This design comes from an exercise in tuning for small area and a short achievable clock period on the open sky130 flow, not from production work. RTL that was checked went through simulation tests only; none was proved equivalent to the original. Power figures rest on the tool's default switching activity, not on a simulated workload.

==> inputs of onyx <==
==> flow/design.v <==
package alu_pkg;
  localparam logic [3:0] OP_ADD  = 4'h0;
  localparam logic [3:0] OP_SUB  = 4'h1;
  localparam logic [3:0] OP_MULH = 4'h2;
  localparam logic [3:0] OP_MUL  = 4'h3;
  localparam logic [3:0] OP_DIV  = 4'h4;
  localparam logic [3:0] OP_REM  = 4'h5;
  localparam logic [3:0] OP_AND  = 4'h6;
  localparam logic [3:0] OP_OR   = 4'h7;
  localparam logic [3:0] OP_XOR  = 4'h8;
  localparam logic [3:0] OP_SLL  = 4'h9;
  localparam logic [3:0] OP_SRL  = 4'hA;
  localparam logic [3:0] OP_SRA  = 4'hB;
  localparam logic [3:0] OP_SLT  = 4'hC;
  localparam logic [3:0] OP_SLTU = 4'hD;
  localparam logic [3:0] OP_BEQ  = 4'hE;
  localparam logic [3:0] OP_ILL  = 4'hF;
  localparam logic [1:0] MX_IMMS = 2'b00;
  localparam logic [1:0] MX_IMMI = 2'b01;
  localparam logic [1:0] MX_RS2  = 2'b10;
  localparam logic [6:0] OPC_OP     = 7'b0110011;
  localparam logic [6:0] OPC_OPIMM  = 7'b0010011;
  localparam logic [6:0] OPC_LOAD   = 7'b0000011;
  localparam logic [6:0] OPC_STORE  = 7'b0100011;
  localparam logic [6:0] OPC_BRANCH = 7'b1100011;
  localparam logic [6:0] F7_BASE = 7'b0000000;
  localparam logic [6:0] F7_ALT  = 7'b0100000;
  localparam logic [6:0] F7_MUL  = 7'b0000001;
endpackage
module reg_file #(
  parameter int XLEN = 32
) (
  input  logic            clk,
  input  logic            rst,
  input  logic [4:0]      ra1,
  input  logic [4:0]      ra2,
  output logic [XLEN-1:0] rd1,
  output logic [XLEN-1:0] rd2,
  input  logic            we,
  input  logic [4:0]      wa,
  input  logic [XLEN-1:0] wd
);
  logic [XLEN-1:0] mem [32];
  always_ff @(posedge clk or posedge rst) begin
    if (rst) begin
      for (int i = 0; i < 32; i++) mem[i] <= '0;
    end else if (we && wa != 5'd0) begin
      mem[wa] <= wd;
    end
  end
  always_comb begin
    rd1 = ra1 == 5'd0 ? '0 : (we && wa == ra1) ? wd : mem[ra1];
    rd2 = ra2 == 5'd0 ? '0 : (we && wa == ra2) ? wd : mem[ra2];
  end
endmodule
import alu_pkg::*;
module alu_decode_stage
#(
  parameter int XLEN = 32
) (
  input  logic            clk,
  input  logic            rst,
  input  logic            in_valid,
  output logic            in_ready,
  input  logic [31:0]     instr,
  input  logic            wb_en,
  input  logic [4:0]      wb_addr,
  input  logic [XLEN-1:0] wb_data,
  output logic            out_valid,
  input  logic            out_ready,
  output logic [XLEN-1:0] A,
  output logic [XLEN-1:0] rs2,
  output logic [XLEN-1:0] immS,
  output logic [XLEN-1:0] immI,
  output logic [1:0]      IRMUX,
  output logic [3:0]      op_code,
  output logic [4:0]      rd_addr,
  output logic            rd_we,
  output logic            illegal
);
  function automatic [3:0] alu_op(input logic [2:0] f3, input logic alt);
    case (f3)
      3'b000:  alu_op = alt ? OP_SUB : OP_ADD;
      3'b001:  alu_op = OP_SLL;
      3'b010:  alu_op = OP_SLT;
      3'b011:  alu_op = OP_SLTU;
      3'b100:  alu_op = OP_XOR;
      3'b101:  alu_op = alt ? OP_SRA : OP_SRL;
      3'b110:  alu_op = OP_OR;
      default: alu_op = OP_AND;
    endcase
  endfunction
  function automatic [3:0] mul_op(input logic [2:0] f3);
    mul_op = f3 == 3'b000 ? OP_MUL : f3 == 3'b001 ? OP_MULH : f3 == 3'b100 ? OP_DIV : OP_REM;
  endfunction
  function automatic [3:0] br_op(input logic [2:0] f3);
    br_op = f3 == 3'b000 ? OP_BEQ : f3 == 3'b100 ? OP_SLT : OP_SLTU;
  endfunction
  logic [6:0] opc, f7;
  logic [2:0] f3;
  logic [4:0] rs1_a, rs2_a, d_rd;
  logic [3:0] op, d_op;
  logic [1:0] mx, d_mx;
  logic ok, wr, u1, u2, d_wr, d_u1, d_u2, d_we, shamt, hazard, accept;
  logic [XLEN-1:0] rd1, rd2, d_immi, d_imms;
  logic [31:0] busy, clr, set, live;
  assign opc   = instr[6:0];
  assign f3    = instr[14:12];
  assign f7    = instr[31:25];
  assign rs1_a = instr[19:15];
  assign rs2_a = instr[24:20];
  reg_file #(.XLEN(XLEN)) u_rf (
    .clk(clk), .rst(rst), .ra1(rs1_a), .ra2(rs2_a), .rd1(rd1), .rd2(rd2),
    .we(wb_en), .wa(wb_addr), .wd(wb_data)
  );
  always_comb begin
    op = OP_ILL;
    mx = MX_IMMS;
    ok = 1'b0;
    wr = 1'b0;
    u1 = 1'b0;
    u2 = 1'b0;
    case (opc)
      OPC_OP: begin
        ok = f7 == F7_BASE || (f7 == F7_ALT && (f3 == 3'b000 || f3 == 3'b101)) ||
             (f7 == F7_MUL && (f3 == 3'b000 || f3 == 3'b001 || f3 == 3'b100 || f3 == 3'b110));
        op = f7 == F7_MUL ? mul_op(f3) : alu_op(f3, f7 == F7_ALT);
        mx = MX_RS2;
        wr = 1'b1;
        u1 = 1'b1;
        u2 = 1'b1;
      end
      OPC_OPIMM: begin
        ok = f3 == 3'b001 ? f7 == F7_BASE : f3 == 3'b101 ? (f7 == F7_BASE || f7 == F7_ALT) : 1'b1;
        op = alu_op(f3, f3 == 3'b101 && f7 == F7_ALT);
        mx = MX_IMMI;
        wr = 1'b1;
        u1 = 1'b1;
      end
      OPC_LOAD: begin
        ok = 1'b1;
        op = OP_ADD;
        mx = MX_IMMI;
        wr = 1'b1;
        u1 = 1'b1;
      end
      OPC_STORE: begin
        ok = 1'b1;
        op = OP_ADD;
        u1 = 1'b1;
        u2 = 1'b1;
      end
      OPC_BRANCH: begin
        ok = f3 == 3'b000 || f3 == 3'b100 || f3 == 3'b110;
        op = br_op(f3);
        mx = MX_RS2;
        u1 = 1'b1;
        u2 = 1'b1;
      end
      default: ;
    endcase
  end
  assign d_op   = ok ? op : OP_ILL;
  assign d_mx   = ok ? mx : MX_IMMS;
  assign d_wr   = ok & wr;
  assign d_u1   = ok & u1;
  assign d_u2   = ok & u2;
  assign d_rd   = d_wr ? instr[11:7] : 5'd0;
  assign d_we   = d_wr && d_rd != 5'd0;
  assign shamt  = opc == OPC_OPIMM && (f3 == 3'b001 || f3 == 3'b101);
  assign d_immi = shamt ? {27'd0, instr[24:20]} : {{20{instr[31]}}, instr[31:20]};
  assign d_imms = {{20{instr[31]}}, instr[31:25], instr[11:7]};
  assign clr    = wb_en ? 32'd1 << wb_addr : 32'd0;
  assign live   = busy & ~clr;
  assign hazard = (d_u1 & live[rs1_a]) | (d_u2 & live[rs2_a]) | (d_we & live[d_rd]);
  assign in_ready = !hazard && !(out_valid && !out_ready);
  assign accept = in_valid && in_ready;
  assign set    = (accept && d_we) ? 32'd1 << d_rd : 32'd0;
  always_ff @(posedge clk or posedge rst) begin
    if (rst) begin
      busy      <= '0;
      out_valid <= 1'b0;
      A         <= '0;
      rs2       <= '0;
      immS      <= '0;
      immI      <= '0;
      IRMUX     <= '0;
      op_code   <= '0;
      rd_addr   <= '0;
      rd_we     <= 1'b0;
      illegal   <= 1'b0;
    end else begin
      busy <= live | set;
      if (accept) begin
        out_valid <= 1'b1;
        A         <= rd1;
        rs2       <= rd2;
        immS      <= d_imms;
        immI      <= d_immi;
        IRMUX     <= d_mx;
        op_code   <= d_op;
        rd_addr   <= d_rd;
        rd_we     <= d_we;
        illegal   <= !ok;
      end else if (out_ready) begin
        out_valid <= 1'b0;
      end
    end
  end
endmodule
==> flow/run.sh <==
#!/bin/bash
# synth_recipe.tcl (not shown) runs the flow's synth.tcl, then flattens the netlist and writes it again
# the make line also repeats each setting of config.mk as NAME=value (left out here)
make -C /OpenROAD-flow-scripts/flow DESIGN_CONFIG=/design/flow/config.mk WORK_HOME=/design/flow/orfs CLKGATE_MAP_FILE= SYNTH_SCRIPT=/design/flow/synth_recipe.tcl finish
==> flow/config.mk <==
export PLATFORM = sky130hd
export DESIGN_NAME = alu_decode_stage
export DESIGN_NICKNAME = alu_decode_stage
export VERILOG_FILES = /design/flow/design.v
export SDC_FILE = /design/flow/constraint.sdc
export NUM_CORES = 4
export LEC_CHECK = 0
export CAP_MARGIN = 20
export CORE_MARGIN = 2
export CORE_UTILIZATION = 40
export SLEW_MARGIN = 20
==> flow/constraint.sdc <==
create_clock -name core_clock -period 5.5 [get_ports {clk}]
set_input_delay 1.1000 -clock core_clock [delete_from_list [all_inputs] [get_ports {clk}]]
set_output_delay 1.1000 -clock core_clock [all_outputs]
set_load 0.01 [all_outputs]
==> delta: changes against onyx <==
--- a/flow/design.v
+++ b/flow/design.v
@@ -41,16 +41,35 @@
   input  logic [XLEN-1:0] wd
 );
-  logic [XLEN-1:0] mem [32];
+  logic [XLEN-1:0] mem [1:31];
+  logic [31:1] vld;
+  logic [31:1] wsel;
+  always_comb
+    for (int i = 1; i < 32; i++) wsel[i] = we && wa == 5'(i);
+  always_ff @(posedge clk)
+    for (int i = 1; i < 32; i++)
+      if (wsel[i]) mem[i] <= wd;
   always_ff @(posedge clk or posedge rst) begin
-    if (rst) begin
-      for (int i = 0; i < 32; i++) mem[i] <= '0;
-    end else if (we && wa != 5'd0) begin
-      mem[wa] <= wd;
-    end
-  end
+    if (rst) vld <= '0;
+    else     vld <= vld | wsel;
+  end
+  logic byp1, byp2;
+  logic [31:1] s1, s2;
+  logic [XLEN-1:0] m1, m2;
+  assign byp1 = we && wa == ra1 && ra1 != 5'd0;
+  assign byp2 = we && wa == ra2 && ra2 != 5'd0;
   always_comb begin
-    rd1 = ra1 == 5'd0 ? '0 : (we && wa == ra1) ? wd : mem[ra1];
-    rd2 = ra2 == 5'd0 ? '0 : (we && wa == ra2) ? wd : mem[ra2];
-  end
+    for (int i = 1; i < 32; i++) begin
+      s1[i] = ra1 == 5'(i) && vld[i];
+      s2[i] = ra2 == 5'(i) && vld[i];
+    end
+    m1 = '0;
+    m2 = '0;
+    for (int i = 1; i < 32; i++) begin
+      m1 = m1 | ({XLEN{s1[i]}} & mem[i]);
+      m2 = m2 | ({XLEN{s2[i]}} & mem[i]);
+    end
+  end
+  assign rd1 = byp1 ? wd : m1;
+  assign rd2 = byp2 ? wd : m2;
 endmodule
 import alu_pkg::*;
@@ -99,10 +118,12 @@
   logic [6:0] opc, f7;
   logic [2:0] f3;
-  logic [4:0] rs1_a, rs2_a, d_rd;
+  logic [4:0] rs1_a, rs2_a, rd_f;
   logic [3:0] op, d_op;
   logic [1:0] mx, d_mx;
-  logic ok, wr, u1, u2, d_wr, d_u1, d_u2, d_we, shamt, hazard, accept;
-  logic [XLEN-1:0] rd1, rd2, d_immi, d_imms;
-  logic [31:0] busy, clr, set, live;
+  logic ok, wr, u1, u2, d_wr, d_u1, d_u2, shamt, hazard, accept, load;
+  logic [XLEN-1:0] rd1, rd2;
+  logic [31:1] busy, clr, set, live;
+  logic [31:0] bz;
+  logic h1, h2, h3;
   assign opc   = instr[6:0];
   assign f3    = instr[14:12];
@@ -110,4 +131,5 @@
   assign rs1_a = instr[19:15];
   assign rs2_a = instr[24:20];
+  assign rd_f  = instr[11:7];
   reg_file #(.XLEN(XLEN)) u_rf (
     .clk(clk), .rst(rst), .ra1(rs1_a), .ra2(rs2_a), .rd1(rd1), .rd2(rd2),
@@ -166,45 +188,57 @@
   assign d_u1   = ok & u1;
   assign d_u2   = ok & u2;
-  assign d_rd   = d_wr ? instr[11:7] : 5'd0;
-  assign d_we   = d_wr && d_rd != 5'd0;
   assign shamt  = opc == OPC_OPIMM && (f3 == 3'b001 || f3 == 3'b101);
-  assign d_immi = shamt ? {27'd0, instr[24:20]} : {{20{instr[31]}}, instr[31:20]};
-  assign d_imms = {{20{instr[31]}}, instr[31:25], instr[11:7]};
-  assign clr    = wb_en ? 32'd1 << wb_addr : 32'd0;
+  always_comb
+    for (int i = 1; i < 32; i++) clr[i] = wb_en && wb_addr == 5'(i);
   assign live   = busy & ~clr;
-  assign hazard = (d_u1 & live[rs1_a]) | (d_u2 & live[rs2_a]) | (d_we & live[d_rd]);
+  function automatic logic pick(input logic [31:0] v, input logic [4:0] a);
+    logic [15:0] l1; logic [7:0] l2; logic [3:0] l3; logic [1:0] l4;
+    for (int k = 0; k < 16; k++) l1[k] = a[0] ? v[2*k+1] : v[2*k];
+    for (int k = 0; k < 8; k++)  l2[k] = a[1] ? l1[2*k+1] : l1[2*k];
+    for (int k = 0; k < 4; k++)  l3[k] = a[2] ? l2[2*k+1] : l2[2*k];
+    for (int k = 0; k < 2; k++)  l4[k] = a[3] ? l3[2*k+1] : l3[2*k];
+    pick = a[4] ? l4[1] : l4[0];
+  endfunction
+  assign bz     = {busy, 1'b0};
+  assign h1     = d_u1 & pick(bz, rs1_a) & !(wb_en && wb_addr == rs1_a);
+  assign h2     = d_u2 & pick(bz, rs2_a) & !(wb_en && wb_addr == rs2_a);
+  assign h3     = d_wr & pick(bz, rd_f)  & !(wb_en && wb_addr == rd_f);
+  assign hazard = h1 | h2 | h3;
   assign in_ready = !hazard && !(out_valid && !out_ready);
   assign accept = in_valid && in_ready;
-  assign set    = (accept && d_we) ? 32'd1 << d_rd : 32'd0;
+  always_comb
+    for (int i = 1; i < 32; i++) set[i] = accept && d_wr && rd_f == 5'(i);
+  assign load = !out_valid || out_ready;
   always_ff @(posedge clk or posedge rst) begin
     if (rst) begin
       busy      <= '0;
       out_valid <= 1'b0;
-      A         <= '0;
-      rs2       <= '0;
-      immS      <= '0;
-      immI      <= '0;
-      IRMUX     <= '0;
-      op_code   <= '0;
-      rd_addr   <= '0;
-      rd_we     <= 1'b0;
-      illegal   <= 1'b0;
     end else begin
-      busy <= live | set;
-      if (accept) begin
-        out_valid <= 1'b1;
-        A         <= rd1;
-        rs2       <= rd2;
-        immS      <= d_imms;
-        immI      <= d_immi;
-        IRMUX     <= d_mx;
-        op_code   <= d_op;
-        rd_addr   <= d_rd;
-        rd_we     <= d_we;
-        illegal   <= !ok;
-      end else if (out_ready) begin
-        out_valid <= 1'b0;
-      end
-    end
-  end
+      busy      <= live | set;
+      out_valid <= accept || (out_valid && !out_ready);
+    end
+  end
+  logic       q_sign, q_isign, q_sh, q_wr;
+  logic [5:0] q_hi;
+  logic [4:0] q_r2, q_rd;
+  always_ff @(posedge clk) begin
+    if (load) begin
+      A       <= rd1;
+      rs2     <= rd2;
+      q_sign  <= instr[31];
+      q_isign <= instr[31] & !shamt;
+      q_hi    <= instr[30:25];
+      q_r2    <= instr[24:20];
+      q_rd    <= rd_f;
+      q_sh    <= shamt;
+      q_wr    <= d_wr;
+      IRMUX   <= d_mx;
+      op_code <= d_op;
+    end
+  end
+  assign immS    = {{20{q_sign}}, q_sign, q_hi, q_rd};
+  assign immI    = {{20{q_isign}}, q_isign, q_hi & {6{!q_sh}}, q_r2};
+  assign rd_addr = q_rd & {5{q_wr}};
+  assign rd_we   = |rd_addr;
+  assign illegal = &op_code;
 endmodule
==> flow/flow/run.sh (new file) <==
#!/bin/bash
# The standard layout with these changes:
#  - synthesis: the in_ready cone is mapped by ABC for delay, the rest as standard (abc_split.tcl,
#    sourced ahead of the standard flow's own synth_recipe.tcl, which is otherwise unchanged);
#  - the port buffers are plain buf_2 cells rather than the delay-buffer cell buffer_ports picks;
#  - the resizer may swap a cell for one of another footprint (MATCH_CELL_FOOTPRINT=0).
set -o pipefail
W=$PWD
{ cat "$W/flow/abc_split.tcl"; cat "$W/synth_recipe.tcl"; } > "$W/split_synth.tcl"
export BUFFER_PORTS_ARGS="-buffer_cell sky130_fd_sc_hd__buf_2"
bash standard.sh MATCH_CELL_FOOTPRINT=0 SYNTH_SCRIPT="$W/split_synth.tcl" finish > standard_flow.log 2>&1
==> flow/flow/abc_split.tcl (new file) <==
# Sourced before synth_recipe.tcl. The ABC step maps the logic that feeds the in_ready output
# with ABC's delay-oriented "map" script (ORFS's abc_area.script), then maps the rest of the
# design with the standard script. Only combinational gates are re-mapped: the flip-flops are
# already mapped by dfflibmap before ABC runs, so the registers are those of the standard synthesis.
proc abc {args} {
  set i [lsearch $args -script]
  set fast [lreplace $args $i [expr {$i + 1}] -script $::env(SCRIPTS_DIR)/abc_area.script]
  yosys select -set fastcone o:in_ready %ci*:-sky130_fd_sc_hd__edfxtp_1,sky130_fd_sc_hd__dfrtp_1
  yosys abc {*}$fast @fastcone t:\$_* %i
  yosys abc {*}$args
}
==> flow/standard.sh (new file) <==
#!/bin/bash
# synth_recipe.tcl (not shown) runs the flow's synth.tcl, then flattens the netlist and writes it again
# the make line also repeats each setting of config.mk as NAME=value (left out here)
make -C /OpenROAD-flow-scripts/flow DESIGN_CONFIG=/design/flow/config.mk WORK_HOME=/design/flow/orfs CLKGATE_MAP_FILE= SYNTH_SCRIPT=/design/flow/synth_recipe.tcl "${@:-finish}"
Settings changed: CAP_MARGIN 20 to 0, CORE_UTILIZATION 40 to 50, CTS_CLUSTER_DIAMETER from default to 70, CTS_CLUSTER_SIZE from default to 24, SETUP_SLACK_MARGIN from default to 2.5, SLEW_MARGIN 20 to 0, TNS_END_PERCENT from default to 0.
removed: flow/run.sh
==> qor summary <==
                                                                                     delta                onyx
Status                                                            timing/DRC/antenna clean  timing/DRC/antenna clean
Combined area of the multi-input logic cells                                    15760 um^2          26330 um^2
Weighted congestion reported at the end of routability-driven placement              1.062              0.9818
Reg-to-reg critical path endpoint                                        rs2[15]$_DFFE_PN_  rs2[4]$_DFFE_PP0P_
Sequential share of cell area                                                       58.82%              41.92%
Worst hold-check path type                                                          in2reg             reg2reg
Horizontal extent of the die                                                      324.7 um            378.5 um
CP Class                                                                            in2reg              in2out
Number of fill cells                                                                  8301               12478
Routing usage on met1                                                               62.08%              49.12%
Relative area of non-clock buffer cells in the final design                         6.146%              9.053%
Met2 routed wirelength                                                           106800 um           109900 um
Number of rows in the core area                                                        117                 137
Number of logic inverters in the finished layout                                        73                  18
R2R depth                                                                                5                  11
Total die area                                                                 105400 um^2         143200 um^2
Combinational Power Share                                                            11.5%               15.9%
Function not checked in delta: the RTL went through the layout flow alone.

## re-timing with driven ports
No port has a modelled driver above. Below, the same layouts with a new extraction and two added sets of constraints.
Step 1 (the two cells are an assumption about what drives the block):
set clk [get_ports {clk}]
set_driving_cell -lib_cell sky130_fd_sc_hd__clkbuf_16 $clk
set_driving_cell -lib_cell sky130_fd_sc_hd__buf_2 [delete_from_list [all_inputs] $clk]
Step 2 also shifts input and output timing later by t, the mid clock arrival at the registers, as if the neighbouring blocks saw the same clock.
Slacks: ideal / step 1 / step 2; pairs: ideal / step 1.
run | t (ns) | setup WS [ns] | worst setup path after step 2 | slew at the worst register clock pin (ns) | pins driven straight from the clock port
onyx | 0.863 | 0.202 / 0.160 / 0.138 | input to register | 0.07 / 0.07 | 1
delta | 0.768 | 1.832 / 1.817 / 1.049 | input to register | 0.10 / 0.10 | 1
After both steps setup and hold are still met in every run listed. For delta, which loses most, drivers alone change the setup slack by -0.015 ns; drivers and shift together by -0.783 ns.
